This design comes from an exercise in tuning for small area, a short achievable clock period and few clock cycles per item on the open sky130 flow, not from production work. Function was checked by simulation only, so behaviour that the tests miss may differ from the original. Power figures rest on the tool's default switching activity, not on a simulated workload.

--- design/flow/config.mk ---
export PLATFORM = sky130hd
export DESIGN_NAME = projection_char_segmenter
export DESIGN_NICKNAME = projection_char_segmenter
export VERILOG_FILES = /design/flow/design.v
export SDC_FILE = /design/flow/constraint.sdc
export NUM_CORES = 4
export LEC_CHECK = 0
export CAP_MARGIN = 20
export CORE_MARGIN = 2
export CORE_UTILIZATION = 65
export CTS_CLUSTER_DIAMETER = 80
export CTS_CLUSTER_SIZE = 24
export PLACE_DENSITY = 0.72
export SETUP_SLACK_MARGIN = 4.5
export SLEW_MARGIN = 20
export TNS_END_PERCENT = 100
--- design/flow/constraint.sdc ---
create_clock -name core_clock -period 7.0 [get_ports {aclk}]
set_input_delay 1.4000 -clock core_clock [delete_from_list [all_inputs] [get_ports {aclk}]]
set_output_delay 1.4000 -clock core_clock [all_outputs]
set_load 0.01 [all_outputs]
--- design/flow/design.v ---
package pcs_pkg;
    localparam int MAX_WIDTH_DEF  = 256;
    localparam int MAX_HEIGHT_DEF = 64;
    localparam int NUM_CHARS_DEF  = 7;
    localparam int IMG_W_W      = 9;
    localparam int IMG_H_W      = 7;
    localparam int ROW_THR_W    = 9;
    localparam int COL_THR_W    = 7;
    localparam int CFG_DATA_W   = 9;
    localparam int CFG_INDEX_W  = 3;
    localparam logic [CFG_INDEX_W-1:0] REG_IMAGE_WIDTH   = 3'd0;
    localparam logic [CFG_INDEX_W-1:0] REG_IMAGE_HEIGHT  = 3'd1;
    localparam logic [CFG_INDEX_W-1:0] REG_ROW_THRESHOLD = 3'd2;
    localparam logic [CFG_INDEX_W-1:0] REG_COL_THRESHOLD = 3'd3;
    localparam logic [IMG_W_W-1:0]   IMAGE_WIDTH_RST   = 9'd256;
    localparam logic [IMG_H_W-1:0]   IMAGE_HEIGHT_RST  = 7'd64;
    localparam logic [ROW_THR_W-1:0] ROW_THRESHOLD_RST = 9'd10;
    localparam logic [COL_THR_W-1:0] COL_THRESHOLD_RST = 7'd5;
    localparam int PIXEL_W      = 8;
    localparam int CHAR_INDEX_W = 3;
    localparam int LEFT_W       = 8;
    localparam int TOP_W        = 7;
    localparam int BOX_WIDTH_W  = 9;
    localparam int BOX_HEIGHT_W = 7;
    typedef struct packed {
        logic start;
        logic eval;
    } scan_ctl_t;
    typedef struct packed {
        logic busy;
        logic done;
        logic report;
    } scan_stat_t;
endpackage
module pcs_ring #(
    parameter int DW = 6
) (
    input  logic          aclk,
    input  logic [7:0]    wm1,    
    input  logic [DW-1:0] din,    
    output logic [DW-1:0] head
);
    logic [254:0][DW-1:0] sr;
    logic [7:0][DW-1:0]   seg_in;
    logic [7:0]           wm3;
    logic                 w_one;
    logic                 w_two;
    logic [DW-1:0]        tail_reg;
    logic [DW-1:0]        mid_reg;
    logic [DW-1:0]        head_reg;
    logic [DW-1:0]        mid_in;
    logic [DW-1:0]        head_in;
    always_ff @(posedge aclk) begin
        wm3   <= (wm1 >= 8'd2) ? wm1 - 8'd2 : 8'd0;
        w_one <= (wm1 == 8'd0);
        w_two <= (wm1 == 8'd1);
    end
    always_comb begin
        seg_in[7] = tail_reg;
        for (int k = 6; k >= 4; k--) begin
            seg_in[k] = wm3[k+1] ? sr[(2 << (k+1)) - 2] : seg_in[k+1];
        end
        mid_in = w_two ? din : (wm3[4] ? sr[(2 << 4) - 2] : seg_in[4]);
        seg_in[3] = mid_reg;
        for (int k = 2; k >= 0; k--) begin
            seg_in[k] = wm3[k+1] ? sr[(2 << (k+1)) - 2] : seg_in[k+1];
        end
        head_in = w_one ? din : (wm3[0] ? sr[0] : seg_in[0]);
    end
    always_ff @(posedge aclk) begin
        for (int k = 0; k < 8; k++) begin
            sr[(1 << k) - 1] <= seg_in[k];
            for (int i = (1 << k); i < (2 << k) - 1; i++) begin
                sr[i] <= sr[i-1];
            end
        end
        tail_reg <= din;
        mid_reg  <= mid_in;
        head_reg <= head_in;
    end
    assign head = head_reg;
endmodule
import pcs_pkg::*;
module projection_char_segmenter #(
    parameter int MAX_WIDTH  = pcs_pkg::MAX_WIDTH_DEF,
    parameter int MAX_HEIGHT = pcs_pkg::MAX_HEIGHT_DEF,
    parameter int NUM_CHARS  = pcs_pkg::NUM_CHARS_DEF
) (
    input  logic                                aclk,
    input  logic                                aresetn,
    input  logic                                s_valid,
    output logic                                s_ready,
    input  logic [pcs_pkg::PIXEL_W-1:0]         s_pixel,
    output logic                                m_valid,
    input  logic                                m_ready,
    output logic [pcs_pkg::CHAR_INDEX_W-1:0]    m_char_index,
    output logic [pcs_pkg::LEFT_W-1:0]          m_left,
    output logic [pcs_pkg::TOP_W-1:0]           m_top,
    output logic [pcs_pkg::BOX_WIDTH_W-1:0]     m_box_width,
    output logic [pcs_pkg::BOX_HEIGHT_W-1:0]    m_box_height,
    output logic                                m_last,
    input  logic                                cfg_valid,
    output logic                                cfg_ready,
    input  logic [pcs_pkg::CFG_INDEX_W-1:0]     cfg_index,
    input  logic [pcs_pkg::CFG_DATA_W-1:0]      cfg_data
);
    localparam logic [1:0] SC_IDLE = 2'd0;
    localparam logic [1:0] SC_SCAN = 2'd1;
    localparam logic [1:0] SC_TAIL = 2'd2;
    logic [7:0] wm1_reg;
    logic [5:0] hm1_reg;
    logic [8:0] rt_reg;
    logic [6:0] ct_reg;
    always_ff @(posedge aclk) begin
        if (!aresetn) begin
            wm1_reg <= 8'd255;
            hm1_reg <= 6'd63;
            rt_reg  <= ROW_THRESHOLD_RST;
            ct_reg  <= COL_THRESHOLD_RST;
        end else if (cfg_valid) begin
            case (cfg_index)
                REG_IMAGE_WIDTH: begin
                    if (cfg_data == 9'd0)        wm1_reg <= 8'd0;
                    else if (cfg_data > 9'd256)  wm1_reg <= 8'd255;
                    else                         wm1_reg <= 8'(cfg_data - 9'd1);
                end
                REG_IMAGE_HEIGHT: begin
                    if (cfg_data[6:0] == 7'd0)       hm1_reg <= 6'd0;
                    else if (cfg_data[6:0] > 7'd64)  hm1_reg <= 6'd63;
                    else                             hm1_reg <= 6'(cfg_data[6:0] - 7'd1);
                end
                REG_ROW_THRESHOLD: rt_reg <= cfg_data;
                REG_COL_THRESHOLD: ct_reg <= cfg_data[6:0];
                default: begin
                end
            endcase
        end
    end
    assign cfg_ready = 1'b1;
    logic [5:0] head;
    logic [5:0] ring_din;
    logic [7:0] qlag_reg;
    logic       q_al_reg;     
    logic [7:0] slag_reg;
    logic       s_al_reg;     
    pcs_ring #(.DW(6)) u_ring (
        .aclk (aclk),
        .wm1  (wm1_reg),
        .din  (ring_din),
        .head (head)
    );
    logic [1:0] sc_reg;
    logic [7:0] sx_reg;       
    logic       inside_reg;
    logic [2:0] k_reg;        
    logic [7:0] cur_left;
    logic       pend_reg;     
    logic       m_valid_reg;
    logic [2:0] m_idx_reg;
    logic [7:0] m_left_reg;
    logic [7:0] m_width_reg;
    logic       m_last_reg;
    logic       img_end;      
    logic       s_al;
    logic       rise;
    logic       fall;
    logic       adv;
    logic       scan_end;
    logic       load;
    logic [7:0] load_left;
    logic [7:0] load_width;
    logic       tail_end;
    logic       mv_next;
    logic       spend_next;
    logic [7:0] sx_next;
    logic       inside_next;
    always_comb begin
        s_al     = (sc_reg == SC_SCAN) && s_al_reg;
        rise     = !inside_reg && head[1];
        fall     = inside_reg && head[0];
        adv      = s_al && !(fall && m_valid_reg && !m_ready);
        scan_end = adv && ((sx_reg == wm1_reg) || (fall && (k_reg == 3'd6)));
        tail_end = 1'b0;
        load     = 1'b0;
        load_left  = cur_left;
        load_width = sx_reg - cur_left;
        if (sc_reg == SC_SCAN) begin
            load = adv && fall;
        end else if (sc_reg == SC_TAIL) begin
            load       = !m_valid_reg || m_ready;
            load_left  = inside_reg ? cur_left : 8'd0;
            load_width = 8'd0;
            tail_end   = load && (k_reg == 3'd6);
        end
        mv_next     = load || (m_valid_reg && !m_ready);
        spend_next  = img_end || ((sc_reg == SC_SCAN) && !scan_end);
        sx_next     = img_end ? 8'd0 : (adv ? sx_reg + 8'd1 : sx_reg);
        if (img_end) begin
            inside_next = 1'b0;
        end else if (adv && rise) begin
            inside_next = 1'b1;
        end else if ((adv && fall) || (sc_reg == SC_TAIL)) begin
            inside_next = 1'b0;
        end else begin
            inside_next = inside_reg;
        end
    end
    always_ff @(posedge aclk) begin
        if (!aresetn) begin
            sc_reg      <= SC_IDLE;
            sx_reg      <= '0;
            slag_reg    <= '0;
            s_al_reg    <= 1'b0;
            inside_reg  <= 1'b0;
            k_reg       <= '0;
            m_valid_reg <= 1'b0;
        end else begin
            sx_reg      <= sx_next;
            inside_reg  <= inside_next;
            if (img_end || adv || (slag_reg == wm1_reg)) begin
                slag_reg <= '0;
                s_al_reg <= 1'b1;
            end else begin
                slag_reg <= slag_reg + 8'd1;
                s_al_reg <= 1'b0;
            end
            m_valid_reg <= mv_next;
            if (img_end) begin
                sc_reg <= SC_SCAN;
                k_reg  <= '0;
            end else begin
                if (load) begin
                    k_reg <= k_reg + 3'd1;
                end
                if (scan_end) begin
                    sc_reg <= (fall && (k_reg == 3'd6)) ? SC_IDLE : SC_TAIL;
                end else if (tail_end) begin
                    sc_reg <= SC_IDLE;
                end
            end
        end
    end
    always_ff @(posedge aclk) begin
        if (adv && rise) begin
            cur_left <= sx_reg;
        end
        if (load) begin
            m_idx_reg   <= k_reg;
            m_left_reg  <= load_left;
            m_width_reg <= load_width;
            m_last_reg  <= (k_reg == 3'd6);
        end
    end
    assign m_valid      = m_valid_reg;
    assign m_char_index = m_idx_reg;
    assign m_left       = m_left_reg;
    assign m_box_width  = {1'b0, m_width_reg};
    assign m_last       = m_last_reg;
    localparam int QD  = 4;
    logic           s_ready_reg;
    logic           acc;
    logic [QD-1:0]  q_reg;        
    logic [QD-1:0]  qt_reg;       
    logic [QD-1:0]  q_wr;         
    logic [QD-1:0]  q_wr_pop;     
    logic [7:0]     pc_reg;       
    logic [5:0]     pr_reg;       
    logic           last_col;     
    logic           last_row;     
    logic           col0;         
    logic           row0;         
    logic           at_start;
    logic           relabel;
    logic           row0_ok;
    logic           use_px;       
    assign acc = s_valid && s_ready_reg;
    always_comb begin
        at_start = col0 && row0;
        relabel  = at_start && !((sc_reg == SC_SCAN) || img_end);
        row0_ok  = !row0 || !((sc_reg == SC_SCAN) || img_end)
                   || !((pc_reg == sx_reg) || (pc_reg == sx_reg + 8'd1))
                   || !(inside_reg || (s_al && head[1])) || !m_valid_reg;
        use_px   = qt_reg[0] && (relabel || q_al_reg) && row0_ok
                   && !(last_col && last_row && pend_reg);
        for (int i = 0; i < QD; i++) begin
            q_wr[i]     = !qt_reg[i] && ((i == 0) || qt_reg[(i > 0) ? i - 1 : 0]);
            q_wr_pop[i] = (i < QD - 1) ? q_wr[(i < QD - 1) ? i + 1 : i] : 1'b0;
        end
    end
    always_ff @(posedge aclk) begin
        if (!aresetn) begin
            s_ready_reg <= 1'b0;
            qt_reg      <= '0;
            pc_reg      <= '0;
            pr_reg      <= '0;
            last_col    <= 1'b0;
            last_row    <= 1'b0;
            col0        <= 1'b1;
            row0        <= 1'b1;
            qlag_reg    <= '0;
            q_al_reg    <= 1'b0;
            pend_reg    <= 1'b0;
        end else begin
            if (use_px) begin
                s_ready_reg <= !(acc && qt_reg[QD-1]);
                qt_reg      <= acc ? qt_reg : (qt_reg >> 1);
            end else begin
                s_ready_reg <= acc ? !qt_reg[QD-2] : !qt_reg[QD-1];
                qt_reg      <= acc ? {qt_reg[QD-2:0], 1'b1} : qt_reg;
            end
            if (use_px || (qlag_reg == wm1_reg)) begin
                qlag_reg <= '0;
                q_al_reg <= 1'b1;
            end else begin
                qlag_reg <= qlag_reg + 8'd1;
                q_al_reg <= 1'b0;
            end
            if (use_px && last_col && last_row) begin
                pend_reg <= 1'b1;
            end else if (m_valid_reg && m_ready && m_last_reg) begin
                pend_reg <= 1'b0;
            end
            if (use_px) begin
                if (last_col) begin
                    pc_reg   <= '0;
                    last_col <= (wm1_reg == 8'd0);
                    col0     <= 1'b1;
                    pr_reg   <= last_row ? 6'd0 : pr_reg + 6'd1;
                    last_row <= last_row ? (hm1_reg == 6'd0) : ((pr_reg + 6'd1) == hm1_reg);
                    row0     <= last_row;
                end else begin
                    pc_reg   <= pc_reg + 8'd1;
                    last_col <= ((pc_reg + 8'd1) == wm1_reg);
                    col0     <= 1'b0;
                end
            end else begin
                last_col <= (pc_reg == wm1_reg);
                last_row <= (pr_reg == hm1_reg);
            end
        end
    end
    always_ff @(posedge aclk) begin
        for (int i = 0; i < QD; i++) begin
            if (use_px) begin
                if (acc && q_wr_pop[i]) begin
                    q_reg[i] <= |s_pixel;
                end else begin
                    q_reg[i] <= (i < QD - 1) ? q_reg[(i < QD - 1) ? i + 1 : i] : 1'b0;
                end
            end else if (acc && q_wr[i]) begin
                q_reg[i] <= |s_pixel;
            end
        end
    end
    assign s_ready = s_ready_reg;
    logic use_q;
    logic fg_q;
    logic row0_q;
    logic lastrow_q;
    logic rowend_q;
    logic rowstart_q;
    logic inhalf_q;
    always_ff @(posedge aclk) begin
        if (!aresetn) begin
            use_q <= 1'b0;
        end else begin
            use_q <= use_px;
        end
        fg_q       <= q_reg[0];
        row0_q     <= row0;
        lastrow_q  <= last_row;
        rowend_q   <= last_col;
        rowstart_q <= col0;
        inhalf_q   <= ({pr_reg, 1'b0} <= ({1'b0, hm1_reg} + 7'd1));
    end
    logic [5:0] col_base;
    logic [6:0] col_sum;
    logic [8:0] racc_reg;
    logic [8:0] row_sum;
    assign col_base = row0_q ? 6'd0 : head;
    assign col_sum  = {1'b0, col_base} + 7'(fg_q);
    assign row_sum  = (rowstart_q ? 9'd0 : racc_reg) + 9'(fg_q);
    assign img_end  = use_q && lastrow_q && rowend_q;
    always_comb begin
        if (!use_q) begin
            ring_din = head;
        end else if (lastrow_q) begin
            ring_din = {4'd0, (col_sum > 7'(ct_reg)), (col_sum < 7'(ct_reg))};
        end else begin
            ring_din = col_sum[5:0];
        end
    end
    logic rv_q;      
    logic rgt_q;
    logic rlt_q;
    logic rhalf_q;
    logic rfirst_q;
    logic rlast_q;
    always_ff @(posedge aclk) begin
        if (!aresetn) begin
            rv_q <= 1'b0;
        end else begin
            rv_q <= use_q && rowend_q;
        end
        if (use_q) begin
            racc_reg <= row_sum;
        end
        rgt_q    <= row_sum > rt_reg;
        rlt_q    <= row_sum < rt_reg;
        rhalf_q  <= inhalf_q;
        rfirst_q <= row0_q;
        rlast_q  <= lastrow_q;
    end
    logic [5:0] top_acc;
    logic [6:0] band_acc;
    logic [5:0] top_sum;
    logic [6:0] band_sum;
    logic [5:0] m_top_reg;
    logic [6:0] m_band_reg;
    assign top_sum  = (rfirst_q ? 6'd0 : top_acc) + 6'(rhalf_q && rlt_q);
    assign band_sum = (rfirst_q ? 7'd0 : band_acc) + 7'(rgt_q);
    always_ff @(posedge aclk) begin
        if (rv_q) begin
            top_acc  <= top_sum;
            band_acc <= band_sum;
            if (rlast_q) begin
                m_top_reg  <= top_sum;
                m_band_reg <= band_sum;
            end
        end
    end
    assign m_top        = {1'b0, m_top_reg};
    assign m_box_height = m_band_reg;
endmodule
--- design/flow/run.sh ---
#!/bin/bash
# synth_recipe.tcl (not shown) runs the flow's synth.tcl, then flattens the netlist and writes it again
# the make line also repeats each setting of config.mk as NAME=value (left out here)
make -C /OpenROAD-flow-scripts/flow DESIGN_CONFIG=/design/flow/config.mk WORK_HOME=/design/flow/orfs CLKGATE_MAP_FILE= SYNTH_SCRIPT=/design/flow/synth_recipe.tcl finish
==> results of run 1 <==
==> cells in the mapped netlist, types with 10 or more instances <==
| library cell | number |
|---|---|
| clkbuf_1 | 44 |
| nor2b_1 | 19 |
| dfxtp_1 | 1661 |
| xnor2_1 | 55 |
| nor3_1 | 21 |
| and3_1 | 18 |
| mux2_2 | 43 |
| nand3b_1 | 10 |
| mux2i_1 | 20 |
| a21oi_1 | 55 |
| nor4_1 | 14 |
| o21ai_0 | 34 |
| nor2_1 | 97 |
| nand4_1 | 13 |
| ha_1 | 49 |
| xor2_1 | 59 |
| nand2_1 | 86 |
| nand3_1 | 59 |
| edfxtp_1 | 64 |
| nand2b_1 | 15 |
| inv_1 | 47 |
==> placed cells by master, fill, tap and decap left out, types with 7 or more instances in the layout <==
| cell type | n |
|---|---|
| dfxtp_1 | 1643 |
| nor2_1 | 92 |
| nand2_1 | 85 |
| clkbuf_16 | 84 |
| edfxtp_1 | 64 |
| xor2_1 | 59 |
| nand3_1 | 54 |
| xnor2_1 | 52 |
| a21oi_1 | 52 |
| inv_1 | 45 |
| ha_1 | 44 |
| mux2_2 | 43 |
| buf_2 | 33 |
| o21ai_0 | 31 |
| buf_4 | 24 |
| mux2i_1 | 20 |
| nor3_1 | 19 |
| clkdlybuf4s50_1 | 19 |
| and3_1 | 17 |
| nand2b_1 | 15 |
| nor2b_1 | 15 |
| nor4_1 | 14 |
| nand4_1 | 13 |
| nor2_2 | 12 |
| nand3b_1 | 10 |
| o211ai_1 | 9 |
| dfxtp_2 | 9 |
| dfxtp_4 | 9 |
| and2_1 | 8 |
| o31ai_1 | 8 |
| a31oi_1 | 8 |
| clkbuf_1 | 7 |
==> final cells by class <==
class                      instances  area, sq um
timing repair buffer              88          717
sequential                      1725        35200
antenna                            1         2.50
fill                            3833        16900
timing repair inverter             1         5.00
inverter                          47          180
clock inverter                    10          175
multi-input combinational        781         5570
tap                              837         1050
clock buffer                      92         2120
==> cells by family after synthesis <==
logic type	Yosys count	share of synthesized area (%)
AOI/OAI and AO/OA	158	2.47
xor gates and xnor gates	114	2.44
adders and majority gates	52	1.60
buffers and inverters	115	1.14
DFF	1725	86.0
muxes	65	1.73
other	2	0.0184
and+or+nand+nor	388	4.65
==> metal layers <==
layer	routed length [um]	up-vias	global-route usage [%]	share of wire, %
li1	-	8644	-	-
met1	27400	8251	24.4	49
met2	25500	281	28.1	45
met3	1680	110	2.94	3.0
met4	1590	0	6.13	2.8
met5	0	-	0	0
==> where the power goes <==
group | internal (mW) | switching (mW)
combinational | 0.0884 | 0.0973
clock | 2.21 | 2.84
sequential | 9.94 | 0.0584
total | 12.2 | 3.00
==> timing repair <==
item | 4_1_cts | 5_1_grt
gates cloned | 1 | 2
setup endpoints to repair | 96 | 94
buffers inserted | 12 | 10
pin swaps | 4 | 15
gates resized for setup | 189 | 38
==> worst max path at each step <==
stage	from	endpoint	slack, ns	depth (start not counted)
2_1_floorplan	rowstart_q$_DFF_P_	rgt_q$_DFF_P_	4.48	14
3_3_place_gp	aresetn	qlag_reg[7]$_SDFF_PP0_	3.35	6
3_5_place_dp	aresetn	qlag_reg[6]$_SDFF_PP0_	3.27	6
4_1_cts	m_band_reg[0]$_DFFE_PP_	m_box_height[0]	4.35	1
5_1_grt	racc_reg[0]$_DFFE_PP_	rgt_q$_DFF_P_	4.23	13
6_report	m_band_reg[0]$_DFFE_PP_	m_box_height[0]	4.41	1
==> results.py, run 1 <==
metrics = {
    "global_route": {
        "track_usage_pct": 17.5,
        "grt_max_degree": 31,
        "grt_pass1_wl_um": 90800,
        "grt_pass1_vias": 17600,
        "antenna_found_initial": 1,
        "gr-total-overflow": 0,
    },
    "min_path": {
        "worstHoldEndpoint": "u_ring.sr[984]$_DFF_P_",
        "hold_path_depth": 0,
        "hold_class": "register to register",
        "worstHoldStart": "u_ring.sr[978]$_DFF_P_",
    },
    "cts": {
        "cts.reportedPaths.clkPinSlew_ns": 0.09,
        "cts_sinks": 1725,
        "ctsHoldBuffers": 0,
        "root_buffer": "clkbuf_16",
        "cts_buffers": 83,
        "insertion_delay_ns": 0.64,
        "cts_tree": "done",
        "cts_max_level": 3,
        "cts_max_path_buffers": 3,
    },
    "synthesis": {
        "postSynthCellCount": 2619,
        "netlist_area_sq_um": 40900,
        "ys_async_sr_fraction_pct": 0,
        "synth_warnings": 2,
        "synth.distinct_cells": 60,
        "synth-seq-area-share_pct": 86.0,
        "synth_edf_count": 64,
        "avgSynthCellArea_sq_um": 15.6,
        "synth-main-ff-cell": "dfxtp_1",
        "synthTopCellsByArea": "dfxtp_1, edfxtp_1, ha_1",
        "synth_seq_cells": 1725,
        "synth_area_leader_cell": "dfxtp_1",
        "synth_top_area_share_pct": 81.3,
    },
    "worst_setup_path": {
        "crit_fanout": 1,
        "cp_cell_sequence": "buf_2",
        "cp_num_buf_inv": 1,
        "end_kind": "primary output",
        "cp_top_family": "flip-flops",
        "worst-r2r-setup-slack_ns": 4.42,
        "rr_startpoint": "racc_reg[0]$_DFFE_PP_",
        "crit_arrival_ns": 1.19,
        "cpMaxStageDelayCell": "edfxtp_1",
        "worst_r2r_endpoint": "rgt_q$_DFF_P_",
        "criticalPathCategory": "register to primary output",
        "startpoint_type": "register",
        "r2r_cells": 13,
        "crit_path_max_incr_delay_ns": 0.39,
        "required_ns": 5.60,
    },
    "floorplanning": {
        "io_pins": 63,
        "core_area_sq_um": 61900,
        "die_x_um": 255,
        "die_h_um": 255,
        "dieArea_sq_um": 65000,
        "num_rows": 91,
        "start_util_pct": 66.1,
    },
    "cells_and_area": {
        "largest_reg_flops": 1530,
        "area_growth_pct": 10.1,
        "drive_above_1_share_pct": 10.1,
        "design_area_sq_um": 45000,
        "nNetsFinal": 2802,
        "final_util_pct": 72.7,
        "stdcell_count": 3582,
    },
    "detailed_routing": {
        "vias": 17300,
        "routed_wl_um": 56100,
        "drt_drc_violations_left": 0,
        "drt_pass1_iterations": 6,
        "vias_per_cell": 4.83,
        "drt_iter0_drc": 797,
        "wl_per_cell_um": 15.7,
        "antenna_left": 0,
    },
    "power": {
        "p_leak_nw": 17.8,
        "pwr_density_cell_nw_per_um2": 338,
        "vdd_drop_max_mv": 0.194,
        "power_mw": 15.2,
    },
    "placed_design": {
        "place.gp.congestion": 0.832,
        "hpwlAfterDp_um": 31300,
        "io_buffers": 59,
        "place_area_sq_um": 42400,
        "dp_cells": 3454,
        "post-place-ws_ns": 3.27,
    },
    "timing": {
        "fin_setup_tns_ns": 0,
        "worst_slew_pin_slew_ns": 0.730,
        "setup_violations": 0,
        "holdWs_ns": 0.321,
        "rsz0062_at_grt": "yes",
        "period_needed_ns": 2.59,
        "timing.final.crit_share_pct": 37.1,
        "fin_worst_skew_ns": 0.0252,
        "relSlewSlack_pct": 51.1,
        "finalHoldViolations": 0,
        "fmax_mhz": 386,
        "finalMaxSlewViolations": 0,
        "finalWorstSetupSlack_ns": 4.41,
    },
    "run_status": {
        "outcome": "complete, no violations",
    },
    "run": {
        "cap_violations": 0,
    },
}
Testbench counts, summed over its fixed seeds: cycles 349,737, images 160.
==> run 2: changes to the inputs <==
--- a/design/flow/config.mk
+++ b/design/flow/config.mk
@@ -7,2 +7,3 @@
 export LEC_CHECK = 0
+export ABC_AREA = 1
 export CAP_MARGIN = 20
@@ -10,4 +11,4 @@
 export CORE_UTILIZATION = 65
-export CTS_CLUSTER_DIAMETER = 80
-export CTS_CLUSTER_SIZE = 24
+export CTS_CLUSTER_DIAMETER = 60
+export CTS_CLUSTER_SIZE = 32
 export PLACE_DENSITY = 0.72
==> results.py, run 2 <==
metrics = {
    "run_status": {
        "outcome": "complete, no violations",
    },
    "cells_and_area": {
        "final_cell_mix": "dfxtp_1, nand2_1, inv_1",
        "largest_reg_flops": 1530,
        "final_common_cell": "dfxtp_1",
        "diodes": 0,
        "area_growth_pct": 10.2,
        "design_area_sq_um": 45200,
        "nNetsFinal": 3051,
        "drive_above_1_share_pct": 8.72,
    },
    "synthesis": {
        "avgSynthCellArea_sq_um": 14.4,
        "synth-main-ff-cell": "dfxtp_1",
        "synth_seq_cells": 1725,
        "netlist_area_sq_um": 41000,
        "synth.distinct_cells": 46,
        "synth_warnings": 2,
        "synth-seq-area-share_pct": 85.8,
        "synth_area_leader_cell": "dfxtp_1",
        "yosys-top-cells-count": "dfxtp_1, nand2_1, inv_1",
        "ys_async_sr_fraction_pct": 0,
        "yosysMostFrequentCell": "dfxtp_1",
        "synthTopCellsByArea": "dfxtp_1, edfxtp_1, nand2_1",
        "postSynthCellCount": 2846,
        "synth_top_area_share_pct": 81.2,
        "synth_edf_count": 64,
    },
    "placed_design": {
        "place.gp.congestion": 0.795,
        "place_area_sq_um": 42500,
        "hpwlAfterDp_um": 34300,
        "io_buffers": 59,
    },
    "worst_setup_path": {
        "end_kind": "primary output",
        "cp_cell_sequence": "buf_2",
        "required_ns": 5.60,
        "worst_r2r_endpoint": "u_ring.mid_reg[0]$_DFF_P_",
        "cp_num_buf_inv": 1,
        "crit_arrival_ns": 1.20,
        "worst-r2r-setup-slack_ns": 4.44,
        "rr_startpoint": "row0_q$_DFF_P_",
        "criticalPathCategory": "register to primary output",
        "r2r_cells": 15,
        "crit_fanout": 1,
        "cpMaxStageDelayCell": "edfxtp_1",
        "cp_top_family": "flip-flops",
        "startpoint_type": "register",
        "crit_path_max_incr_delay_ns": 0.42,
    },
    "cts": {
        "root_buffer": "clkbuf_16",
        "cts_buffers": 71,
        "cts.reportedPaths.clkPinSlew_ns": 0.11,
        "ctsHoldBuffers": 0,
        "cts_sinks": 1725,
        "cts_tree": "done",
        "cts_max_level": 3,
        "cts_max_path_buffers": 3,
        "insertion_delay_ns": 0.63,
    },
    "power": {
        "power_mw": 15.5,
        "pwr_density_cell_nw_per_um2": 343,
        "vdd_drop_max_mv": 0.250,
        "p_leak_nw": 18.4,
    },
    "detailed_routing": {
        "antenna_left": 0,
        "drt_iter0_drc": 972,
        "drt_pass1_iterations": 5,
        "vias_per_cell": 4.69,
        "drt_drc_violations_left": 0,
        "routed_wl_um": 59300,
        "vias": 18000,
        "wl_per_cell_um": 15.4,
    },
    "global_route": {
        "grt_pass1_wl_um": 95000,
        "antenna_found_initial": 0,
        "grt_max_degree": 34,
        "grt_pass1_vias": 18100,
        "track_usage_pct": 18.5,
        "gr-total-overflow": 0,
    },
    "min_path": {
        "hold_path_depth": 0,
        "worstHoldEndpoint": "u_ring.sr[202]$_DFF_P_",
        "hold_class": "register to register",
        "worstHoldStart": "u_ring.sr[196]$_DFF_P_",
    },
    "timing": {
        "rsz0062_at_grt": "yes",
        "relSlewSlack_pct": 35.0,
        "fin_worst_skew_ns": 0.0242,
        "timing.final.crit_share_pct": 37.2,
        "setup_violations": 0,
        "finalHoldViolations": 0,
        "worst_slew_pin_slew_ns": 0.972,
        "period_needed_ns": 2.60,
        "fin_setup_tns_ns": 0,
        "fmax_mhz": 384,
        "finalMaxSlewViolations": 0,
    },
    "floorplanning": {
        "num_rows": 92,
        "io_pins": 63,
        "core_area_sq_um": 62700,
        "dieArea_sq_um": 65100,
        "start_util_pct": 65.3,
        "die_h_um": 255,
        "die_x_um": 255,
    },
    "run": {
        "cap_violations": 0,
    },
}
[run 2: changes by cell type after synthesis, moves of 18 or more]
cell      delta
a21oi_1     +32
clkbuf_1    -18
inv_1      +143
mux2_2      -31
mux2i_1     -20
nand2_1    +187
nand3_1     +22
nor2_1      +32
nor2b_1     -19
o21ai_0     +30
xnor2_1     -24
xor2_1      -22
[run 2: kinds of logic after synthesis]
group / synth area share [%]
muxes: 0.330
adders and majority gates: 1.55
and+or+nand+nor: 5.77
xor gates and xnor gates: 1.45
DFF: 85.8
AOI/OAI and AO/OA: 2.82
buffers and inverters: 2.21
other: 0.0183
[run 2: final cells by class]
| class | count | area [sq um] |
|---|---|---|
| multi-input combinational | 891 | 5200 |
| fill | 3957 | 17600 |
| tap | 846 | 1060 |
| timing repair inverter | 2 | 15.0 |
| inverter | 194 | 739 |
| sequential | 1725 | 35200 |
| timing repair buffer | 91 | 704 |
| clock buffer | 81 | 1860 |
| clock inverter | 19 | 390 |
[run 2: per-layer routing]
layer	vias up	share of wire, %	GRT usage, %	routed length, um
li1	9185	-	-	-
met1	8552	49	26.3	29200
met2	206	45	29.6	26900
met3	91	2.9	3.21	1700
met4	0	2.5	5.46	1470
met5	-	0	0	0
[run 2: power breakdown]
group          total (mW)  internal [mW]  switching [mW]
Sequential           10.3           10.2           0.111
Clock                4.97           2.06            2.92
Combinational       0.233         0.0944           0.139
[run 2: worst max-delay path by stage]
stage | start | end | depth (start not counted)
6_report | m_left_reg[4]$_DFFE_PP_ | m_left[4] | 1
5_1_grt | row0_q$_DFF_P_ | u_ring.mid_reg[0]$_DFF_P_ | 17
4_1_cts | m_left_reg[4]$_DFFE_PP_ | m_left[4] | 1
3_5_place_dp | m_ready | k_reg[2]$_SDFFE_PP0P_ | 9
3_3_place_gp | m_ready | k_reg[2]$_SDFFE_PP0P_ | 9
2_1_floorplan | m_ready | k_reg[2]$_SDFFE_PP0P_ | 8
[run 2: per-stage QoR]
stage | utilization [%] | instances | setup WS (ns) | hold slack, ns
3_5_place_dp | 67.7 | 3715 | 3.35 | 0.312
2_1_floorplan | - | 2847 | 4.27 | 0.310
4_1_cts | 71.5 | 3830 | 4.34 | 0.322
5_1_grt | 72.0 | 3849 | 4.32 | 0.323
3_3_place_gp | 67.7 | 3715 | 3.45 | 0.309
6_report | 72.0 | 3849 | 4.40 | 0.325
[run 2: repair_timing]
| item | in CTS | in global routing |
|---|---|---|
| cloned | 2 | 1 |
| endpoints found under the hold margin | 0 | 0 |
| resized for setup | 188 | 46 |
| endpoints found under the setup margin | 122 | 100 |
| setup buffers | 13 | 18 |
| pin swaps | 13 | 21 |
==> run 3: changes to the inputs <==
--- a/design/flow/config.mk
+++ b/design/flow/config.mk
@@ -7,3 +7,2 @@
 export LEC_CHECK = 0
-export ABC_AREA = 1
 export CAP_MARGIN = 20
@@ -11,2 +10,3 @@
 export CORE_UTILIZATION = 65
+export CTS_BUF_LIST = sky130_fd_sc_hd__clkbuf_4 sky130_fd_sc_hd__clkbuf_8 sky130_fd_sc_hd__clkbuf_16
 export CTS_CLUSTER_DIAMETER = 60
==> results.py, run 3 <==
metrics = {
    "cells_and_area": {
        "final_common_cell": "dfxtp_1",
        "largest_reg_flops": 1530,
        "drive_above_1_share_pct": 10.0,
        "final_cell_mix": "dfxtp_1, nor2_1, nand2_1",
        "nNetsFinal": 2785,
        "final_util_pct": 72.4,
        "area_growth_pct": 9.65,
        "n_fill_cell": 3861,
        "diodes": 0,
    },
    "worst_setup_path": {
        "rr_startpoint": "racc_reg[0]$_DFFE_PP_",
        "crit_arrival_ns": 3.10,
        "criticalPathCategory": "register to register",
        "cp_cell_sequence": "nor2b_4, ha_4, ha_4, nand3_4, nor3_4, buf_4, buf_4, xnor2_1, ha_1, and3_4, a221o_1, a31oi_2, a41oi_2",
        "end_kind": "register",
        "worst-r2r-setup-slack_ns": 4.39,
        "cpMaxStageDelayCell": "edfxtp_1",
        "required_ns": 7.49,
        "cp_top_family": "adder cells",
        "worst_r2r_endpoint": "rgt_q$_DFF_P_",
        "crit_fanout": 2,
        "crit_path_max_incr_delay_ns": 0.40,
        "r2r_cells": 13,
        "cp_num_buf_inv": 2,
        "startpoint_type": "register",
    },
    "cts": {
        "cts_tree": "done",
        "cts_max_path_buffers": 3,
        "ctsHoldBuffers": 0,
        "cts_buffers": 70,
        "cts_max_level": 3,
        "cts_sinks": 1725,
        "root_buffer": "clkbuf_16",
        "insertion_delay_ns": 0.63,
        "cts.reportedPaths.clkPinSlew_ns": 0.11,
    },
    "power": {
        "pwr-share-seq_pct": 66.0,
        "vdd_drop_max_mv": 0.239,
        "clkPwrFrac_pct": 32.7,
        "combinationalPowerShare_pct": 1.2,
        "p_leak_nw": 17.7,
        "p_sw_mw": 2.99,
        "p_int_mw": 12.2,
        "pwr_density_cell_nw_per_um2": 338,
        "switching_share_pct": 19.7,
    },
    "timing": {
        "rsz0062_at_grt": "yes",
        "finalHoldViolations": 0,
        "setup_violations": 0,
        "worst_slew_pin_slew_ns": 0.730,
        "finalMaxSlewViolations": 0,
        "fin_setup_tns_ns": 0,
        "relSlewSlack_pct": 51.1,
        "fin_worst_skew_ns": 0.0301,
        "period_needed_ns": 2.61,
        "fmax_mhz": 383,
        "timing.final.crit_share_pct": 37.3,
    },
    "synthesis": {
        "synth.distinct_cells": 60,
        "synth_top_area_share_pct": 81.3,
        "synthTopCellsByArea": "dfxtp_1, edfxtp_1, ha_1",
        "synth_warnings": 2,
        "synth-seq-area-share_pct": 86.0,
        "synth_edf_count": 64,
        "netlist_area_sq_um": 40900,
        "synth_top_family_by_area": "simple AND/OR/NAND/NOR gates",
        "yosysMostFrequentCell": "dfxtp_1",
        "synth_seq_cells": 1725,
        "postSynthCellCount": 2619,
        "yosys-top-cells-count": "dfxtp_1, nor2_1, nand2_1",
        "synth_compound_area_share_pct": 2.47,
        "synthMuxAreaShare_pct": 1.73,
        "avgSynthCellArea_sq_um": 15.6,
        "ys_async_sr_fraction_pct": 0,
        "synth_area_leader_cell": "dfxtp_1",
        "synth-main-ff-cell": "dfxtp_1",
        "yosys.area_share.simple_pct": 4.65,
        "synth_xor_area_share_pct": 2.44,
        "synthAdderAreaFrac_pct": 1.60,
    },
    "placed_design": {
        "hpwlAfterDp_um": 31300,
        "io_buffers": 59,
        "place.gp.congestion": 0.832,
    },
    "floorplanning": {
        "io_pins": 63,
        "die_x_um": 255,
        "die_h_um": 255,
        "core_area_sq_um": 61900,
        "start_util_pct": 66.1,
        "num_rows": 91,
        "dieArea_sq_um": 65000,
    },
    "min_path": {
        "worstHoldEndpoint": "u_ring.sr[66]$_DFF_P_",
        "hold_path_depth": 0,
        "worstHoldStart": "u_ring.sr[60]$_DFF_P_",
        "hold_class": "register to register",
    },
    "detailed_routing": {
        "drt_iter0_drc": 832,
        "drt_pass1_iterations": 5,
        "vias": 17000,
        "antenna_left": 0,
        "routed_wl_um": 54900,
        "wl_per_cell_um": 15.4,
        "vias_per_cell": 4.75,
        "drt_drc_violations_left": 0,
    },
    "global_route": {
        "gr-total-overflow": 0,
        "grt_pass1_vias": 17300,
        "antenna_found_initial": 0,
        "track_usage_pct": 17.1,
        "grt_pass1_wl_um": 88700,
        "grt_max_degree": 34,
    },
    "run": {
        "cap_violations": 0,
    },
    "run_status": {
        "outcome": "complete, no violations",
    },
}
==> run 3: cell types whose count changed after synthesis, moves of 19 or more <==
cell,change
nand3_1,-22
nor2_1,-32
inv_1,-143
xnor2_1,+24
nand2_1,-187
mux2_2,+31
o21ai_0,-30
nor2b_1,+19
mux2i_1,+20
xor2_1,+22
a21oi_1,-32
==> run 3: worst max-delay path by stage <==
| stage | start | to | cells after the start |
|---|---|---|---|
| 3_3_place_gp | aresetn | qlag_reg[7]$_SDFF_PP0_ | 6 |
| 5_1_grt | racc_reg[0]$_DFFE_PP_ | rgt_q$_DFF_P_ | 13 |
| 2_1_floorplan | rowstart_q$_DFF_P_ | rgt_q$_DFF_P_ | 14 |
| 4_1_cts | racc_reg[0]$_DFFE_PP_ | rgt_q$_DFF_P_ | 13 |
| 6_report | racc_reg[0]$_DFFE_PP_ | rgt_q$_DFF_P_ | 13 |
| 3_5_place_dp | aresetn | qlag_reg[6]$_SDFF_PP0_ | 6 |
==> run 3: worst register-to-register path: stages, from the launching register on <==
cell and delay (ns):
edfxtp_1 0.40, nor2b_4 0.15, ha_4 0.16, ha_4 0.16, nand3_4 0.07, nor3_4 0.05, buf_4 0.12, buf_4 0.12
xnor2_1 0.22, ha_1 0.28, and3_4 0.18, a221o_1 0.30, a31oi_2 0.19, a41oi_2 0.07
==> run 3: power groups by stage <==
stage,combinational (mW),sequential (mW),clock [mW]
after detailed placement,0.168,10.2,0
after global placement,0.157,10.2,0
final,0.185,10.0,4.96
after CTS,0.181,10.0,5.08
after global routing,0.204,10.0,5.39
after floorplan,0.135,10.2,0
==> run 3: final cells by class <==
class                           count  area, sq um  share of cell area, %
Clock buffer                       81         1930                   4.31
Clock inverter                     17          277                  0.616
Inverter                           47          180                  0.402
Multi-Input combinational cell    781         5540                   12.3
Sequential cell                  1725        35200                   78.5
Tap cell                          837         1050                   2.33
Timing Repair Buffer               84          673                   1.50
Timing Repair inverter              1         5.00                 0.0112
==> run 3: cell families (layout without fill, tap and decap cells) <==
kind of cell	count (synthesis)	in the layout
buffers and inverters	115	230
multiplexers	65	65
other	2	3
adder cells (fa/ha/maj)	52	52
AND/OR/NAND/NOR	388	389
flip-flops	1725	1725
AO/OA/AOI/OAI	158	158
XOR/XNOR	114	114
==> run 3: what timing repair did <==
item,CTS,global route
hold endpoints to repair,0,0
endpoints found under the setup margin,99,76
buffers inserted,14,4
cloned,1,2
pin swaps,5,7
resized for setup,191,30
==> run 3: routing by layer <==
metal  global-route usage [%]  vias up  routed length (um)
met1                     24.2     8003               27200
met5                        0        -                   0
met4                     5.98        0                1610
met3                     3.04      108                1700
li1                         -     8607                   -
met2                     27.0      257               24400
==> run 3: per-stage QoR <==
step	hold slack [ns]	setup slack [ns]	power, mW	instance area, sq um	std cells
global route	0.317	4.24	15.6	44900	3573
CTS	0.305	4.35	15.3	44700	3567
detailed placement	0.312	3.27	10.4	42400	3454
global placement	0.310	3.35	10.4	42400	3454
finish	0.307	4.39	15.2	44900	3573
floorplan	0.310	4.48	10.3	41000	2620
==> run 4: changes to the inputs <==
--- a/design/flow/config.mk
+++ b/design/flow/config.mk
@@ -10,3 +10,2 @@
 export CORE_UTILIZATION = 65
-export CTS_BUF_LIST = sky130_fd_sc_hd__clkbuf_4 sky130_fd_sc_hd__clkbuf_8 sky130_fd_sc_hd__clkbuf_16
 export CTS_CLUSTER_DIAMETER = 60
==> results.py, run 4 <==
metrics = {
    "timing": {
        "worst_slew_pin_slew_ns": 0.735,
        "fin_setup_tns_ns": 0,
        "rsz0062_at_grt": "yes",
        "setup_violations": 0,
        "timing.final.crit_share_pct": 37.1,
        "period_needed_ns": 2.60,
        "fmax_mhz": 385,
        "finalHoldViolations": 0,
        "fin_worst_skew_ns": 0.0312,
        "finalMaxSlewViolations": 0,
        "relSlewSlack_pct": 50.8,
    },
    "worst_setup_path": {
        "required_ns": 7.49,
        "cpMaxStageDelayCell": "edfxtp_1",
        "crit_fanout": 2,
        "crit_path_max_incr_delay_ns": 0.39,
        "r2r_cells": 13,
        "startpoint": "racc_reg[0]$_DFFE_PP_",
        "timing.critical_path.to": "rgt_q$_DFF_P_",
        "worst_r2r_endpoint": "rgt_q$_DFF_P_",
        "end_kind": "register",
        "cp_cell_sequence": "nor2b_4, ha_4, ha_4, nand3_4, nor3_4, buf_4, buf_4, xnor2_1, ha_1, and3_4, a221o_1, a31oi_2, a41oi_2",
        "startpoint_type": "register",
        "crit_arrival_ns": 3.09,
        "rr_startpoint": "racc_reg[0]$_DFFE_PP_",
        "worst-r2r-setup-slack_ns": 4.40,
        "criticalPathCategory": "register to register",
    },
    "synthesis": {
        "synthAdderAreaFrac_pct": 1.60,
        "yosys.area_share.simple_pct": 4.65,
        "ys_async_sr_fraction_pct": 0,
        "synth.distinct_cells": 60,
        "synth_top_area_share_pct": 81.3,
        "synth-seq-area-share_pct": 86.0,
        "synth_compound_area_share_pct": 2.47,
        "synthMuxAreaShare_pct": 1.73,
        "synth_area_leader_cell": "dfxtp_1",
        "synth-main-ff-cell": "dfxtp_1",
        "avgSynthCellArea_sq_um": 15.6,
        "postSynthCellCount": 2619,
        "synth_edf_count": 64,
        "synth_warnings": 2,
        "synth_seq_cells": 1725,
        "netlist_area_sq_um": 40900,
        "synth_xor_area_share_pct": 2.44,
        "synth_top_family_by_area": "simple AND/OR/NAND/NOR gates",
        "yosysMostFrequentCell": "dfxtp_1",
        "synthTopCellsByArea": "dfxtp_1, edfxtp_1, ha_1",
        "yosys-top-cells-count": "dfxtp_1, nor2_1, nand2_1",
    },
    "cts": {
        "cts.reportedPaths.clkPinSlew_ns": 0.11,
        "cts_max_level": 3,
        "cts_tree": "done",
        "root_buffer": "clkbuf_16",
        "insertion_delay_ns": 0.63,
        "ctsHoldBuffers": 0,
        "cts_sinks": 1725,
        "cts_max_path_buffers": 3,
        "cts_buffers": 70,
    },
    "floorplanning": {
        "core_area_sq_um": 61900,
        "start_util_pct": 66.1,
        "die_x_um": 255,
        "io_pins": 63,
        "die_h_um": 255,
        "dieArea_sq_um": 65000,
        "num_rows": 91,
    },
    "detailed_routing": {
        "vias_per_cell": 4.76,
        "drt_drc_violations_left": 0,
        "wl_per_cell_um": 15.4,
        "vias": 17000,
        "drt_pass1_iterations": 5,
        "drt_iter0_drc": 814,
        "routed_wl_um": 54900,
        "antenna_left": 0,
    },
    "placed_design": {
        "io_buffers": 59,
        "place.gp.congestion": 0.832,
        "hpwlAfterDp_um": 31300,
    },
    "global_route": {
        "gr-total-overflow": 0,
        "grt_max_degree": 34,
        "antenna_found_initial": 0,
        "grt_pass1_vias": 17300,
        "track_usage_pct": 17.1,
        "grt_pass1_wl_um": 88500,
    },
    "power": {
        "combinationalPowerShare_pct": 1.2,
        "switching_share_pct": 19.8,
        "power_mw": 15.1,
        "pwr_density_cell_nw_per_um2": 338,
        "p_sw_mw": 2.99,
        "p_int_mw": 12.2,
        "pwr-share-seq_pct": 66.1,
        "vdd_drop_max_mv": 0.239,
        "p_leak_nw": 17.7,
        "clkPwrFrac_pct": 32.7,
    },
    "run_status": {
        "outcome": "complete, no violations",
    },
    "cells_and_area": {
        "final_common_cell": "dfxtp_1",
        "regArea_sq_um": 35200,
        "nNetsFinal": 2785,
        "multi_input_area_sq_um": 5540,
        "final_cell_mix": "dfxtp_1, nor2_1, nand2_1",
        "largest_reg_flops": 1530,
        "area_growth_pct": 9.62,
        "n_fill_cell": 3868,
        "drive_above_1_share_pct": 9.87,
        "diodes": 0,
    },
    "run": {
        "cap_violations": 0,
    },
    "min_path": {
        "hold_class": "register to register",
    },
}
==> run 4: cell counts after synthesis <==
Identical to the previous run, type by type.
==> run 4: final cells by class <==
cell class	count	share of cell area, %
sequential	1725	78.5
multi-input combinational	781	12.3
clock buffer	81	4.28
tap	837	2.33
timing repair buffer	84	1.50
clock inverter	17	0.616
inverter	47	0.402
timing repair inverter	1	0.0112
==> run 4: worst min-delay path by stage <==
stage / to / depth (start not counted) / slack [ns] / from
after global placement: u_ring.sr[316]$_DFF_P_ / 0 / 0.31 / u_ring.sr[310]$_DFF_P_
after global routing: u_ring.sr[66]$_DFF_P_ / 0 / 0.32 / u_ring.sr[60]$_DFF_P_
after floorplan: rhalf_q$_DFF_P_ / 0 / 0.31 / inhalf_q$_DFF_P_
after CTS: u_ring.sr[66]$_DFF_P_ / 0 / 0.31 / u_ring.sr[60]$_DFF_P_
final: u_ring.sr[66]$_DFF_P_ / 0 / 0.31 / u_ring.sr[60]$_DFF_P_
after detailed placement: u_ring.sr[114]$_DFF_P_ / 0 / 0.31 / u_ring.sr[108]$_DFF_P_
==> run 4: stage by stage <==
step           instances  util (%)  setup slack (ns)  hold slack [ns]  area, sq um
2_1_floorplan       2620         -              4.48            0.310        41000
3_3_place_gp        3454      68.4              3.35            0.310        42400
3_5_place_dp        3454      68.4              3.27            0.312        42400
4_1_cts             3567      72.1              4.34            0.305        44700
5_1_grt             3573      72.4              4.24            0.317        44900
6_report            3573      72.4              4.40            0.309        44900
==> run 4: layer usage <==
metal  share of wire, %  vias up  GRT usage (%)
met5                  0        -              0
met4                2.9        0           5.91
met3                3.0      112           3.05
met2                 44      253           26.9
met1                 50     8026           24.2
li1                   -     8607              -
==> run 4: critical path: cells and delay by family, from the launching register on <==
family	cells	cell delay (ns)
xor+xnor	1	0.22
compound gates	3	0.56
fa+ha+maj	3	0.60
buf+inv	2	0.24
simple gates	4	0.44
flops	1	0.39
==> run 4: cell families (layout without fill, tap and decap cells) <==
| group | Yosys count | count (layout) |
|---|---|---|
| flip-flops | 1725 | 1725 |
| adder cells (fa/ha/maj) | 52 | 52 |
| AO/OA/AOI/OAI | 158 | 158 |
| XOR/XNOR | 114 | 114 |
| AND/OR/NAND/NOR | 388 | 389 |
| buffers and inverters | 115 | 230 |
| multiplexers | 65 | 65 |
| other | 2 | 3 |
==> run 4: power by group through the flow <==
stage	Clock [mW]	Sequential (mW)	Combinational (mW)
6_report	4.95	10.0	0.185
5_1_grt	5.37	10.0	0.204
4_1_cts	5.06	10.0	0.181
3_5_place_dp	0	10.2	0.168
3_3_place_gp	0	10.2	0.157
2_1_floorplan	0	10.2	0.135
==> run 4: repair_timing <==
item                                   CTS  global route
pin swaps                                5             7
gates resized for setup                191            30
buffers inserted                        14             4
gates cloned                             1             2
endpoints found under the hold margin    0             0
setup endpoints to repair               99            75
==> run 5: changes to the inputs <==
--- a/design/flow/config.mk
+++ b/design/flow/config.mk
@@ -13,3 +13,3 @@
 export PLACE_DENSITY = 0.72
-export SETUP_SLACK_MARGIN = 4.5
+export SETUP_SLACK_MARGIN = 4.4
 export SLEW_MARGIN = 20
==> results.py, run 5 <==
metrics = {
    "timing": {
        "relSlewSlack_pct": 50.2,
        "fin_worst_skew_ns": 0.0363,
        "setup_violations": 0,
        "rsz0062_at_grt": "yes",
        "worst_slew_pin_slew_ns": 0.744,
        "fmax_mhz": 383,
        "finalMaxSlewViolations": 0,
        "finalHoldViolations": 0,
        "period_needed_ns": 2.61,
        "holdWs_ns": 0.320,
        "timing.final.crit_share_pct": 37.3,
        "fin_setup_tns_ns": 0,
    },
    "min_path": {
        "hold_class": "register to register",
    },
    "placed_design": {
        "io_buffers": 59,
        "place.gp.congestion": 0.826,
        "hpwlAfterDp_um": 31200,
        "place_area_sq_um": 42300,
    },
    "global_route": {
        "antenna_found_initial": 1,
        "gr-total-overflow": 0,
        "track_usage_pct": 17.5,
        "grt_pass1_wl_um": 90300,
        "grt_max_degree": 34,
        "grt_pass1_vias": 17300,
    },
    "run_status": {
        "outcome": "complete, no violations",
    },
    "synthesis": {
        "synth-seq-area-share_pct": 86.0,
        "yosysMostFrequentCell": "dfxtp_1",
        "synth.distinct_cells": 60,
        "netlist_area_sq_um": 40900,
        "postSynthCellCount": 2619,
        "avgSynthCellArea_sq_um": 15.6,
        "synth_edf_count": 64,
        "yosys-top-cells-count": "dfxtp_1, nor2_1, nand2_1",
        "synth-main-ff-cell": "dfxtp_1",
        "ys_async_sr_fraction_pct": 0,
        "synth_top_area_share_pct": 81.3,
        "synth_area_leader_cell": "dfxtp_1",
        "synthTopCellsByArea": "dfxtp_1, edfxtp_1, ha_1",
        "synth_seq_cells": 1725,
        "synth_warnings": 2,
    },
    "detailed_routing": {
        "antenna_left": 0,
        "wl_per_cell_um": 15.6,
        "vias": 16900,
        "drt_pass1_iterations": 5,
        "drt_drc_violations_left": 0,
        "vias_per_cell": 4.75,
        "drt_iter0_drc": 864,
        "routed_wl_um": 55700,
    },
    "power": {
        "p_leak_nw": 17.6,
        "power_mw": 15.0,
        "vdd_drop_max_mv": 0.192,
        "pwr_density_cell_nw_per_um2": 335,
    },
    "cells_and_area": {
        "design_area_sq_um": 44700,
        "area_growth_pct": 9.15,
        "final_common_cell": "dfxtp_1",
        "diodes": 0,
        "regArea_sq_um": 35200,
        "final_cell_mix": "dfxtp_1, nor2_1, nand2_1",
        "drive_above_1_share_pct": 9.42,
        "nNetsFinal": 2783,
        "n_fill_cell": 3893,
        "largest_reg_flops": 1530,
        "multi_input_area_sq_um": 5560,
    },
    "floorplanning": {
        "dieArea_sq_um": 65000,
        "die_x_um": 255,
        "io_pins": 63,
        "start_util_pct": 66.1,
        "num_rows": 91,
        "core_area_sq_um": 61900,
        "die_h_um": 255,
    },
    "cts": {
        "cts_buffers": 70,
        "insertion_delay_ns": 0.62,
        "cts_max_path_buffers": 3,
        "ctsHoldBuffers": 0,
        "cts_tree": "done",
        "cts.reportedPaths.clkPinSlew_ns": 0.11,
        "cts_max_level": 3,
        "root_buffer": "clkbuf_16",
        "cts_sinks": 1725,
    },
    "worst_setup_path": {
        "criticalPathCategory": "register to register",
        "crit_fanout": 2,
        "required_ns": 7.49,
        "startpoint_type": "register",
        "crit_arrival_ns": 3.09,
        "end_kind": "register",
    },
    "run": {
        "cap_violations": 0,
    },
}
[run 5: cells by family after synthesis]
logic type,synth area share (%)
and+or+nand+nor,4.65
adders and majority gates,1.60
buffers and inverters,1.14
muxes,1.73
xor gates and xnor gates,2.44
other,0.0184
AOI/OAI and AO/OA,2.47
DFF,86.0
[run 5: area by class of cell]
class                           instances  area share, %
Clock buffer                           74           4.05
Clock inverter                         19          0.501
Inverter                               47          0.403
Multi-Input combinational cell        780           12.4
Sequential cell                      1725           78.8
Tap cell                              837           2.34
Timing Repair Buffer                   83           1.42
Timing Repair inverter                  1         0.0112
[run 5: timing repair]
| action | CTS | global route |
|---|---|---|
| endpoints found under the setup margin | 114 | 66 |
| buffers inserted | 15 | 5 |
| gates cloned | 1 | 0 |
| pin swaps | 10 | 11 |
| gates resized for setup | 179 | 42 |
[run 5: worst paths after layout]
check / startpoint / to / slack, ns / cells past startpoint
setup / recovery: racc_reg[0]$_DFFE_PP_ / rgt_q$_DFF_P_ / 4.39 / 13
hold / removal: u_ring.sr[924]$_DFF_P_ / u_ring.sr[930]$_DFF_P_ / 0.32 / 0
hold reg to reg: u_ring.sr[924]$_DFF_P_ / u_ring.sr[930]$_DFF_P_ / 0.32 / 0
setup reg to reg: racc_reg[0]$_DFFE_PP_ / rgt_q$_DFF_P_ / 4.39 / 13
[run 5: report_power, final]
part | total, mW | internal [mW] | leakage, nW | switching [mW]
logic | 0.186 | 0.0898 | 2.62 | 0.0960
clock network | 4.76 | 1.94 | 0.994 | 2.82
registers | 10.0 | 9.95 | 14.0 | 0.0593
total | 15.0 | 12.0 | 17.6 | 2.98
[run 5: routing by layer]
layer | track usage [%] | up-vias | wire, um
met2 | 28.6 | 207 | 25500
met4 | 5.26 | 0 | 1420
met3 | 3.02 | 98 | 1640
met5 | 0 | - | 0
met1 | 24.3 | 8017 | 27200
li1 | - | 8614 | -
[run 5: metrics by stage]
stage | worst slack, ns | util [%] | std cells
floorplan | 4.39 | - | 2620
global placement | 3.20 | 68.3 | 3452
detailed placement | 3.10 | 68.3 | 3452
CTS | 4.31 | 71.7 | 3561
global route | 4.31 | 72.1 | 3566
finish | 4.39 | 72.1 | 3566
[run 5: worst max-delay path, stage by stage, from the launching register on]
cell and delay [ns]:
edfxtp_1 0.39, nor2b_4 0.15, ha_4 0.16, ha_4 0.16, nand3_4 0.07, nor3_4 0.05
buf_4 0.13, buf_4 0.14, xnor2_4 0.22, ha_4 0.23, and3_4 0.18, a221o_1 0.34
a31oi_4 0.19, a41oi_2 0.07
==> run 6: changes to the inputs <==
--- a/design/flow/config.mk
+++ b/design/flow/config.mk
@@ -13,3 +13,3 @@
 export PLACE_DENSITY = 0.72
-export SETUP_SLACK_MARGIN = 4.4
+export SETUP_SLACK_MARGIN = 4.6
 export SLEW_MARGIN = 20
==> results.py, run 6 <==
metrics = {
    "run_status": {
        "outcome": "complete, no violations",
    },
    "cts": {
        "ctsHoldBuffers": 0,
        "cts_tree": "done",
        "cts.reportedPaths.clkPinSlew_ns": 0.11,
        "cts_max_level": 3,
        "cts_max_path_buffers": 3,
        "cts_buffers": 71,
        "cts_sinks": 1725,
        "insertion_delay_ns": 0.63,
        "root_buffer": "clkbuf_16",
    },
    "floorplanning": {
        "io_pins": 63,
        "dieArea_sq_um": 65000,
        "die_x_um": 255,
        "start_util_pct": 66.1,
        "die_h_um": 255,
        "core_area_sq_um": 61900,
        "num_rows": 91,
    },
    "timing": {
        "finalMaxSlewViolations": 0,
        "relSlewSlack_pct": 41.2,
        "fin_worst_skew_ns": 0.0383,
        "fmax_mhz": 386,
        "finalHoldViolations": 0,
        "timing.final.crit_share_pct": 37.0,
        "holdWs_ns": 0.319,
        "period_needed_ns": 2.59,
        "worst_slew_pin_slew_ns": 0.880,
        "rsz0062_at_grt": "yes",
        "fin_setup_tns_ns": 0,
        "setup_violations": 0,
    },
    "power": {
        "pwr_density_cell_nw_per_um2": 334,
        "power_mw": 15.2,
        "vdd_drop_max_mv": 0.216,
        "p_leak_nw": 17.9,
    },
    "cells_and_area": {
        "nNetsFinal": 2816,
        "largest_reg_flops": 1530,
        "final_common_cell": "dfxtp_1",
        "n_fill_cell": 3834,
        "drive_above_1_share_pct": 12.0,
        "final_cell_mix": "dfxtp_1, nor2_1, nand2_1",
        "diodes": 0,
        "area_growth_pct": 10.8,
    },
    "detailed_routing": {
        "routed_wl_um": 58500,
        "antenna_left": 0,
        "drt_drc_violations_left": 0,
        "wl_per_cell_um": 16.2,
        "vias": 17200,
        "drt_iter0_drc": 946,
        "vias_per_cell": 4.76,
        "drt_pass1_iterations": 4,
    },
    "placed_design": {
        "io_buffers": 59,
        "place.gp.congestion": 0.839,
        "hpwlAfterDp_um": 32300,
    },
    "worst_setup_path": {
        "r2r_cells": 13,
        "path_depth": 1,
        "required_ns": 5.60,
        "cp_cell_sequence": "buf_2",
        "cp_top_family": "flip-flops",
        "criticalPathCategory": "register to primary output",
        "startpoint_type": "register",
        "crit_path_max_incr_delay_ns": 0.40,
        "rr_startpoint": "racc_reg[0]$_DFFE_PP_",
        "cp_num_buf_inv": 1,
        "timing.critical_path.to": "m_top[0]",
        "startpoint": "m_top_reg[0]$_DFFE_PP_",
        "worst_r2r_endpoint": "rgt_q$_DFF_P_",
        "worst-r2r-setup-slack_ns": 4.45,
        "cpMaxStageDelayCell": "edfxtp_1",
        "end_kind": "primary output",
        "crit_fanout": 1,
        "crit_arrival_ns": 1.19,
    },
    "global_route": {
        "track_usage_pct": 18.1,
        "grt_max_degree": 34,
        "antenna_found_initial": 1,
        "gr-total-overflow": 0,
        "grt_pass1_wl_um": 92600,
        "grt_pass1_vias": 17300,
    },
    "synthesis": {
        "synth-main-ff-cell": "dfxtp_1",
        "synth_warnings": 2,
        "ys_async_sr_fraction_pct": 0,
        "synth_seq_cells": 1725,
        "yosysMostFrequentCell": "dfxtp_1",
        "avgSynthCellArea_sq_um": 15.6,
        "synth_edf_count": 64,
        "netlist_area_sq_um": 40900,
        "synthTopCellsByArea": "dfxtp_1, edfxtp_1, ha_1",
        "synth_area_leader_cell": "dfxtp_1",
        "yosys-top-cells-count": "dfxtp_1, nor2_1, nand2_1",
        "synth.distinct_cells": 60,
        "postSynthCellCount": 2619,
        "synth_top_area_share_pct": 81.3,
        "synth-seq-area-share_pct": 86.0,
    },
    "min_path": {
        "hold_class": "register to register",
        "hold_path_depth": 0,
    },
    "run": {
        "cap_violations": 0,
    },
}
-- run 6: metrics by stage --
stage	setup slack (ns)	util, %	instances	instance area, sq um
6_report	4.41	73.2	3606	45400
5_1_grt	4.31	73.2	3606	45400
4_1_cts	4.36	72.8	3592	45100
3_5_place_dp	3.39	68.5	3453	42400
3_3_place_gp	3.42	68.5	3453	42400
2_1_floorplan	4.48	-	2620	41100
-- run 6: timing repair --
action                                  CTS  global route
endpoints found under the setup margin  129            87
pin swaps                                18            31
cloned                                    3             3
resized for setup                       221            33
buffers inserted                         35            11
-- run 6: area by class of cell --
cell class              count  area (sq um)  area share, %
clock inverters            23           368          0.811
flip-flops and latches   1725         35200           77.7
repair inverters            1          7.51         0.0166
well taps                 837          1050           2.31
multi-input cells         781          5730           12.6
repair buffers            114           942           2.08
clock buffers              78          1840           4.07
inverters                  47           180          0.397
-- run 6: kinds of logic (layout without fill, tap and decap cells) --
family,after synthesis,after routing,synth area share (%)
buf+inv,115,263,1.14
compound gates,158,158,2.47
simple gates,388,389,4.65
other cells,2,3,0.0184
xor+xnor,114,114,2.44
mux,65,65,1.73
flops,1725,1725,86.0
fa+ha+maj,52,52,1.60
-- run 6: worst min path at each step --
stage               slack [ns]                     from                 endpoint
floorplan                 0.31         inhalf_q$_DFF_P_          rhalf_q$_DFF_P_
global placement          0.31   u_ring.sr[766]$_DFF_P_   u_ring.sr[772]$_DFF_P_
detailed placement        0.31   u_ring.sr[101]$_DFF_P_   u_ring.sr[107]$_DFF_P_
CTS                       0.32  u_ring.sr[1486]$_DFF_P_  u_ring.sr[1492]$_DFF_P_
global route              0.33  u_ring.sr[1402]$_DFF_P_  u_ring.sr[1408]$_DFF_P_
finish                    0.32  u_ring.sr[1402]$_DFF_P_  u_ring.sr[1408]$_DFF_P_
-- run 6: power by group --
part | internal, mW | leakage, nW | switching (mW)
logic | 0.0999 | 2.81 | 0.108
registers | 9.95 | 14.0 | 0.0587
clock network | 2.04 | 1.07 | 2.90
total | 12.1 | 17.9 | 3.07
-- run 6: routing by layer --
| metal | track usage, % | share of wire [%] | vias up |
|---|---|---|---|
| met5 | 0 | 0 | - |
| met4 | 5.33 | 2.4 | 0 |
| met3 | 2.93 | 3.0 | 92 |
| met2 | 28.6 | 44 | 250 |
| met1 | 26.2 | 50 | 8143 |
| li1 | - | - | 8681 |

[re-timing with driven ports]
The results above use ideal ports. As a check the final layouts listed here were re-extracted and re-timed, cells and wires unchanged. Step 1 assumes that a clkbuf_16 drives the clock port and a buf_2 every other input. Step 2 adds t to the input delays and takes it off the output delays; t is the mean of the earliest and latest rising clock arrival at the registers after step 1. Input paths then give back, and output paths get back, about the clock's delay inside the block. Slacks: ideal ports / drivers / drivers and shift; pairs: ideal ports / drivers.
run	t, ns	setup slack, ns	clock arrival spread, ns
run 1	0.691	4.406 / 4.350 / 3.888	0.029 / 0.029
run 2	0.687	4.396 / 4.333 / 3.939	0.034 / 0.034
run 3	0.680	4.392 / 4.361 / 3.886	0.040 / 0.041
run 4	0.680	4.401 / 4.350 / 3.873	0.042 / 0.041
run 5	0.670	4.392 / 4.350 / 3.845	0.047 / 0.048
run 6	0.681	4.410 / 4.349 / 4.010	0.051 / 0.051
After both steps setup and hold are still met in every run listed. The setup slack of run 5, which loses most, moves by -0.042 ns with the drivers and by -0.547 ns with both steps.
